From an optimization exercise on the open Yosys and OpenROAD flow, aimed at small area, a short achievable clock period and few clock cycles; shortcuts taken in it are not production practice.
Function was checked by simulation only, so behaviour that the tests miss may differ from the original.
Power is estimated from default activity; no workload was simulated.

## main
## escape_sequence_decoder
module escape_sequence_decoder (
  input  logic        clk,
  input  logic        rst,
  input  logic        chars_valid,
  output logic        chars_ready,
  input  logic [15:0] chars_char_code,
  input  logic        chars_end_of_string,
  output logic        results_valid,
  input  logic        results_ready,
  output logic [1:0]  results_kind,
  output logic [15:0] results_out_char,
  output logic [15:0] results_slice_start,
  output logic [15:0] results_slice_length,
  output logic [2:0]  results_error_code,
  output logic        results_last,
  input  logic        cfg_valid,
  output logic        cfg_ready,
  input  logic        cfg_interpolation_enable
);
For scale: roughly 130 flip-flops, ~80 I/O pins.
==> flow/config.mk <==
export PLATFORM = sky130hd
export DESIGN_NAME = escape_sequence_decoder
export DESIGN_NICKNAME = escape_sequence_decoder
export VERILOG_FILES = /design/flow/design.v
export SDC_FILE = /design/flow/constraint.sdc
export NUM_CORES = 4
export LEC_CHECK = 0
export CAP_MARGIN = 20
export CORE_MARGIN = 2
export CORE_UTILIZATION = 65
export CTS_BUF_LIST = sky130_fd_sc_hd__clkbuf_4 sky130_fd_sc_hd__clkbuf_8
export CTS_CLUSTER_SIZE = 30
export SETUP_SLACK_MARGIN = 4.5
export SLEW_MARGIN = 20
==> flow/constraint.sdc <==
create_clock -name core_clock -period 7.5 [get_ports {clk}]
set_input_delay 1.5000 -clock core_clock [delete_from_list [all_inputs] [get_ports {clk}]]
set_output_delay 1.5000 -clock core_clock [all_outputs]
set_load 0.01 [all_outputs]
standard.sh (not shown) runs the stock make flow with config.mk's settings and CLKGATE_MAP_FILE= SYNTH_SCRIPT=/design/flow/synth_recipe.tcl, a recipe that flattens the netlist after the stock synthesis.
==> flow/flow/run.sh <==
#!/bin/bash
# The standard layout, with every port buffered by a plain buffer (buf_4 on outputs and
# inputs) instead of the resizer's default pick, a slow delay cell.
set -euo pipefail
export BUFFER_PORTS_ARGS="-buffer_cell sky130_fd_sc_hd__buf_4"
bash standard.sh > standard.log 2>&1
Per the final summary, main finished and its layout is clean on timing, DRC and antenna.
Testbench counts of main, summed over its fixed seeds: cycles 30,784.
### main -> the feature branch
-- flow/design.v --
<<< main, line 128
  logic emit_b;
  assign r_free = !r_valid || results_ready;
  assign consume = h_valid && (r_free ? (!pend || zero && !p_slice)
                                      : (zero && !p_char && !p_slice && !r_slice));
  assign accept = chars_valid && !s_valid;
  assign emit_b = r_free && p_char;
>>> the feature branch, line 128
  logic emit_b;
  assign r_free = !r_valid || results_ready;
  assign consume = r_free && h_valid && (!pend || zero && !p_slice);
  assign accept = chars_valid && !s_valid;
  assign emit_b = r_free && p_char;
[summary]
- Looking at the reports, the feature branch completed the entire flow and the layout it produced met the timing, DRC and antenna checks.
- The feature branch: count of clock-buffer cells in the layout is 3 lower than what main reported.
- Compared to main, the feature branch has final period utilization 0.59 points lower.
- Summary — count of cell types in the netlist, the feature branch relative to main: higher, by 17%.
- Die area | the feature branch > main
- Changes observed in the feature branch relative to main: final core area utilization now smaller; worst-case vdd ir drop now smaller; worst-case clock skew comparable; hold-critical path depth comparable.
- [the feature branch vs main] number of fill cells: higher in the feature branch
- NOTE average wire per cell in the routed design main->the feature branch increased by a few percent
- Diff main -> the feature branch: area of placed instances moved up, multi-input gate area in the final layout up about 8%, design area picked up an extra 2.8%.
Testbench counts of the feature branch, summed over its fixed seeds: cycles 30,784.

========
The RTL this note starts from:
==> flow/design.v <==
package esd_pkg;
  localparam logic [1:0] KIND_CHAR  = 2'd0;
  localparam logic [1:0] KIND_SLICE = 2'd1;
  localparam logic [1:0] KIND_ERROR = 2'd2;
  localparam logic [1:0] KIND_DONE  = 2'd3;
  localparam logic [1:0] NUM_OCT = 2'd0;
  localparam logic [1:0] NUM_X   = 2'd1;
  localparam logic [1:0] NUM_U   = 2'd2;
endpackage
import esd_pkg::*;
module escape_sequence_decoder (
  input  logic        clk,
  input  logic        rst,
  input  logic        chars_valid,
  output logic        chars_ready,
  input  logic [15:0] chars_char_code,
  input  logic        chars_end_of_string,
  output logic        results_valid,
  input  logic        results_ready,
  output logic [1:0]  results_kind,
  output logic [15:0] results_out_char,
  output logic [15:0] results_slice_start,
  output logic [15:0] results_slice_length,
  output logic [2:0]  results_error_code,
  output logic        results_last,
  input  logic        cfg_valid,
  output logic        cfg_ready,
  input  logic        cfg_interpolation_enable
);
  logic        h_valid;
  logic [15:0] h_c;
  logic        h_eos;
  logic        k_bs, k_lb, k_rb, k_oct, k_hex, k_esc, k_enum, k_eu;
  logic        s_valid;
  logic [15:0] s_c;
  logic        s_eos;
  logic        interp;
  logic        m_nrm, m_esc, m_num, m_brc, m_err;
  logic        n_oct;
  logic [1:0]  n_rem;
  logic        n_seen;
  logic [15:0] nb;
  logic [15:0] pos;
  logic [15:0] blen;
  logic        r_valid;
  logic [1:0]  r_kind;
  logic [15:0] r_data;      
  logic [2:0]  r_err;       
  logic        r_slice;     
  logic        r_slice2;    
  logic        r_last;
  logic        p_char;      
  logic        p_slice;     
  logic        p_err;       
  logic [1:0]  p_code;
  logic        p_done;      
  assign cfg_ready = 1'b1;
  assign chars_ready = !s_valid;
  assign results_valid = r_valid;
  assign results_kind = r_kind;
  assign results_last = r_last;
  assign results_out_char = r_data;
  assign results_error_code = r_err;
  assign results_slice_start = r_slice ? nb : 16'd0;
  assign results_slice_length = r_slice2 ? blen : 16'd0;
  logic [3:0]  dig;
  logic        dg;
  logic [15:0] nshift;
  logic [15:0] pos1;
  logic [15:0] blen1;
  logic [15:0] map;
  logic        pend;
  logic        resume;
  logic        a_has, a_err;
  logic [15:0] a_data;
  logic [2:0]  a_code;
  logic        b_has, c_has, d_has;
  logic [1:0]  d_code;
  logic        zero;
  logic        to_esc, to_num, to_brc, to_err, to_nrm;
  always_comb begin
    if (!h_c[6]) begin
      dig = h_c[3:0];
    end else begin
      case (h_c[2:0])
        3'd1: dig = 4'd10;
        3'd2: dig = 4'd11;
        3'd3: dig = 4'd12;
        3'd4: dig = 4'd13;
        3'd5: dig = 4'd14;
        default: dig = 4'd15;
      endcase
    end
    dg = n_oct ? k_oct : k_hex;
    nshift = n_oct ? {nb[12:0], h_c[2:0]} : {nb[11:0], dig};
    for (int i = 0; i < 16; i++) begin
      pos1[i] = pos[i] ^ (&(pos | ~(16'hFFFF >> (16 - i)))) | (&pos);
      blen1[i] = blen[i] ^ (&(blen | ~(16'hFFFF >> (16 - i)))) | (&blen);
    end
    map = h_c;
    if (h_c[6:0] == 7'h74) map = 16'h0009;
    else if (h_c[6:0] == 7'h6E) map = 16'h000A;
    else if (h_c[6:0] == 7'h72) map = 16'h000D;
    pend = p_char || p_slice || p_err || p_done;
    resume = m_num && !dg && n_seen;
    a_has = m_nrm && !k_bs || m_esc && !k_enum ||
            m_num && (!dg || n_rem == 2'd0) || m_brc;
    a_err = m_esc && !k_esc && !k_enum || m_num && !dg && !n_seen ||
            m_num && dg && n_rem == 2'd0 && n_oct && nb[5];
    if (m_esc) a_data = map;
    else if (m_num && dg) a_data = nshift;
    else if (m_num) a_data = nb;
    else a_data = h_c;
    a_code = m_esc ? 3'd2 : (dg ? 3'd4 : 3'd3);
    b_has = resume && !k_bs;
    c_has = m_brc && k_rb;
    to_esc = (m_nrm || resume) && k_bs;
    to_brc = (m_nrm || resume) && k_lb && interp || m_brc && !k_rb;
    to_num = m_esc && k_enum || m_num && dg && n_rem != 2'd0;
    to_err = m_err || a_err;
    to_nrm = !(to_esc || to_brc || to_num || to_err);
    d_has = h_eos && (to_esc || to_num || to_brc);
    d_code = to_esc ? 2'd1 : (to_num ? 2'd3 : 2'd0);
    zero = !(a_has || h_eos);
  end
  logic r_free;
  logic consume;
  logic accept;
  logic emit_b;
  assign r_free = !r_valid || results_ready;
  assign consume = r_free && h_valid && (!pend || zero && !p_slice);
  assign accept = chars_valid && !s_valid;
  assign emit_b = r_free && p_char;
  logic [15:0] in_c;
  logic        in_hi0;
  logic        in_oct;
  assign in_c = s_valid ? s_c : chars_char_code;
  assign in_hi0 = (in_c[15:7] == 9'd0);
  assign in_oct = in_hi0 && in_c[6:3] == 4'b0110;
  always_ff @(posedge clk) begin
    if (rst) begin
      h_valid <= 1'b0;
      s_valid <= 1'b0;
    end else if (consume) begin
      h_valid <= s_valid | accept;
      s_valid <= 1'b0;
    end else if (accept) begin
      h_valid <= 1'b1;
      s_valid <= h_valid;
    end
  end
  always_ff @(posedge clk) begin
    if (consume || !h_valid) begin
      h_c <= in_c;
      h_eos <= s_valid ? s_eos : chars_end_of_string;
      k_bs <= in_hi0 && in_c[6:0] == 7'h5C;
      k_lb <= in_hi0 && in_c[6:0] == 7'h7B;
      k_rb <= in_hi0 && in_c[6:0] == 7'h7D;
      k_oct <= in_oct;
      k_hex <= in_hi0 && (in_c[6:4] == 3'b011 && (!in_c[3] || in_c[2:1] == 2'b00) ||
                          in_c[6] && in_c[4:3] == 2'b00 && in_c[2:0] != 3'd0 && in_c[2:0] != 3'd7);
      k_esc <= in_hi0 && (in_c[6:0] == 7'h74 || in_c[6:0] == 7'h6E || in_c[6:0] == 7'h72 ||
                          in_c[6:0] == 7'h22 || in_c[6:0] == 7'h27 || in_c[6:0] == 7'h7B ||
                          in_c[6:0] == 7'h5C);
      k_enum <= in_oct || in_hi0 && (in_c[6:0] == 7'h78 || in_c[6:0] == 7'h58 ||
                                     in_c[6:0] == 7'h75 || in_c[6:0] == 7'h55);
      k_eu <= in_c[6:0] == 7'h75 || in_c[6:0] == 7'h55;
    end
    if (!s_valid) begin
      s_c <= chars_char_code;
      s_eos <= chars_end_of_string;
    end
  end
  always_ff @(posedge clk) begin
    if (rst) begin
      interp <= 1'b0;
    end else if (cfg_valid) begin
      interp <= cfg_interpolation_enable;
    end
  end
  always_ff @(posedge clk) begin
    if (rst) begin
      m_nrm <= 1'b1;
      m_esc <= 1'b0;
      m_num <= 1'b0;
      m_brc <= 1'b0;
      m_err <= 1'b0;
    end else if (consume) begin
      m_nrm <= to_nrm || h_eos;
      m_esc <= to_esc && !h_eos;
      m_num <= to_num && !h_eos;
      m_brc <= to_brc && !h_eos;
      m_err <= to_err && !h_eos;
    end
  end
  always_ff @(posedge clk) begin
    if (rst) begin
      pos <= 16'd0;
    end else if (consume && (h_eos || a_has && !a_err) || emit_b && !p_done) begin
      pos <= (h_eos && !p_char) ? 16'd0 : pos1;
    end
  end
  always_ff @(posedge clk) begin
    if (consume && (m_esc || m_num)) begin
      n_oct <= m_esc ? k_oct : n_oct;
      n_rem <= m_esc ? (k_eu ? 2'd3 : 2'd1) : n_rem - 2'd1;
      n_seen <= m_esc ? k_oct : 1'b1;
    end
    if (consume) begin
      blen <= m_brc ? blen1 : 16'd1;
    end
  end
  always_ff @(posedge clk) begin
    if (p_char ? (r_free && m_brc) : (consume && !m_brc)) begin
      if (p_char || !(m_esc || m_num)) nb <= pos;
      else if (m_esc) nb <= {13'd0, k_oct ? h_c[2:0] : 3'd0};
      else if (dg) nb <= nshift;
      else nb <= h_c;
    end
  end
  logic        nx_valid;
  logic [1:0]  nx_kind;
  logic [15:0] nx_data;
  logic [2:0]  nx_err;
  logic        nx_slice;
  logic        nx_last;
  always_comb begin
    nx_valid = 1'b1;
    nx_kind = KIND_DONE;
    nx_data = 16'd0;
    nx_err = 3'd0;
    nx_slice = 1'b0;
    nx_last = 1'b1;
    if (p_char) begin
      nx_kind = KIND_CHAR;
      nx_data = nb;
      nx_last = !(p_err || p_done);
    end else if (p_slice) begin
      nx_kind = KIND_SLICE;
      nx_slice = 1'b1;
      nx_last = !(p_err || p_done);
    end else if (p_err) begin
      nx_kind = KIND_ERROR;
      nx_err = {1'b0, p_code};
      nx_last = 1'b0;
    end else if (p_done) begin
      nx_kind = KIND_DONE;
    end else if (!h_valid || zero) begin
      nx_valid = 1'b0;
    end else if (a_has && a_err) begin
      nx_kind = KIND_ERROR;
      nx_err = a_code;
      nx_last = !h_eos;
    end else if (a_has) begin
      nx_kind = KIND_CHAR;
      nx_data = a_data;
      nx_last = !(b_has || c_has || h_eos);
    end else if (d_has) begin
      nx_kind = KIND_ERROR;
      nx_err = {1'b0, d_code};
      nx_last = 1'b0;
    end
  end
  always_ff @(posedge clk) begin
    if (rst) begin
      r_valid <= 1'b0;
    end else if (r_free) begin
      r_valid <= nx_valid;
    end
  end
  always_ff @(posedge clk) begin
    if (rst) begin
      r_slice2 <= 1'b0;
    end else if (r_free) begin
      r_slice2 <= nx_slice;
    end
  end
  always_ff @(posedge clk) begin
    if (r_free) begin
      r_kind <= nx_kind;
      r_data <= nx_data;
      r_err <= nx_err;
      r_slice <= nx_slice;
      r_last <= nx_last;
    end
  end
  always_ff @(posedge clk) begin
    if (rst) begin
      p_char <= 1'b0;
      p_slice <= 1'b0;
      p_err <= 1'b0;
      p_done <= 1'b0;
    end else if (r_free) begin
      if (p_char) begin
        p_char <= 1'b0;
      end else if (p_slice) begin
        p_slice <= 1'b0;
      end else if (p_err) begin
        p_err <= 1'b0;
      end else if (p_done) begin
        p_done <= 1'b0;
      end else if (h_valid && !zero) begin
        if (a_has) begin
          p_char <= b_has;
          p_slice <= c_has;
          p_err <= d_has;
          p_done <= h_eos;
        end else begin
          p_done <= d_has;
        end
      end
    end
  end
  always_ff @(posedge clk) begin
    if (r_free && !pend) p_code <= d_code;
  end
endmodule
Settings: LEC_CHECK=0, CAP_MARGIN=20, CORE_MARGIN=2, CORE_UTILIZATION=65, CTS_BUF_LIST=sky130_fd_sc_hd__clkbuf_4 sky130_fd_sc_hd__clkbuf_8, CTS_CLUSTER_SIZE=30, SETUP_SLACK_MARGIN=4.7, SLEW_MARGIN=20; clock period 7.5 ns.
Scripts as last shown in full above: flow/flow/run.sh
The first run finished with timing, DRC and antenna clean.
Testbench counts at the start, summed over its fixed seeds: cycles 30,784.
Rerun with:
--- a/flow/design.v
+++ b/flow/design.v
@@ -45,11 +45,10 @@
   logic        r_valid;
   logic [1:0]  r_kind;
   logic [15:0] r_data;      
   logic [2:0]  r_err;       
   logic        r_slice;     
-  logic        r_slice2;    
   logic        r_last;
   logic        p_char;      
   logic        p_slice;     
   logic        p_err;       
   logic [1:0]  p_code;
@@ -60,11 +59,11 @@
   assign results_kind = r_kind;
   assign results_last = r_last;
   assign results_out_char = r_data;
   assign results_error_code = r_err;
   assign results_slice_start = r_slice ? nb : 16'd0;
-  assign results_slice_length = r_slice2 ? blen : 16'd0;
+  assign results_slice_length = r_slice ? blen : 16'd0;
   logic [3:0]  dig;
   logic        dg;
   logic [15:0] nshift;
   logic [15:0] pos1;
   logic [15:0] blen1;
@@ -126,11 +125,12 @@
   logic r_free;
   logic consume;
   logic accept;
   logic emit_b;
   assign r_free = !r_valid || results_ready;
-  assign consume = r_free && h_valid && (!pend || zero && !p_slice);
+  assign consume = h_valid && (r_free ? (!pend || zero && !p_slice)
+                                      : (zero && !p_char && !p_slice && !r_slice));
   assign accept = chars_valid && !s_valid;
   assign emit_b = r_free && p_char;
   logic [15:0] in_c;
   logic        in_hi0;
   logic        in_oct;
@@ -267,17 +267,10 @@
     end else if (r_free) begin
       r_valid <= nx_valid;
     end
   end
   always_ff @(posedge clk) begin
-    if (rst) begin
-      r_slice2 <= 1'b0;
-    end else if (r_free) begin
-      r_slice2 <= nx_slice;
-    end
-  end
-  always_ff @(posedge clk) begin
     if (r_free) begin
       r_kind <= nx_kind;
       r_data <= nx_data;
       r_err <= nx_err;
       r_slice <= nx_slice;
Outcome:
- design area climbs by 3.4%
- synthesized cell count drops by about 2%
- core utilization climbs by 3.0 points
- via count climbs by 6.8%
- global-route usage climbs by 3.2 points
- clock-buffer cell count does not change
- first-iteration DRC count drops by 23%
- area after synthesis drops by about 0.43%
Testbench counts after the change, summed over its fixed seeds: cycles 30,784.

## afterwards: timing with drivers on the ports
No port has a modelled driver above. Below, the same layouts with a new extraction and two added sets of constraints.
Step 1 (the two cells are an assumption about what drives the block):
set clk [get_ports {clk}]
set_driving_cell -lib_cell sky130_fd_sc_hd__clkbuf_16 $clk
set_driving_cell -lib_cell sky130_fd_sc_hd__buf_2 [delete_from_list [all_inputs] $clk]
Step 2 times the ports against the registers' clock, not the clock port: input delays grow and output delays shrink by t, the midpoint of the rising clock arrivals with the driver on.
Slacks: ideal ports / drivers / drivers and shift; pairs: ideal ports / drivers.
run | shift t [ns] | setup slack, ns | clock arrival spread, ns | slew at the worst register clock pin (ns)
main | 0.485 | 4.586 / 4.562 / 4.110 | 0.011 / 0.011 | 0.08 / 0.08
the feature branch | 0.489 | 4.630 / 4.594 / 4.191 | 0.011 / 0.012 | 0.08 / 0.08
the first run of note 2 | 0.475 | 4.712 / 4.676 / 4.328 | 0.010 / 0.009 | 0.08 / 0.08
the second run of note 2 | 0.481 | 4.601 / 4.566 / 4.285 | 0.014 / 0.014 | 0.09 / 0.09
After both steps every run listed still meets setup and hold. The setup slack of main, which loses most, moves by -0.024 ns with the drivers and by -0.476 ns with both steps.
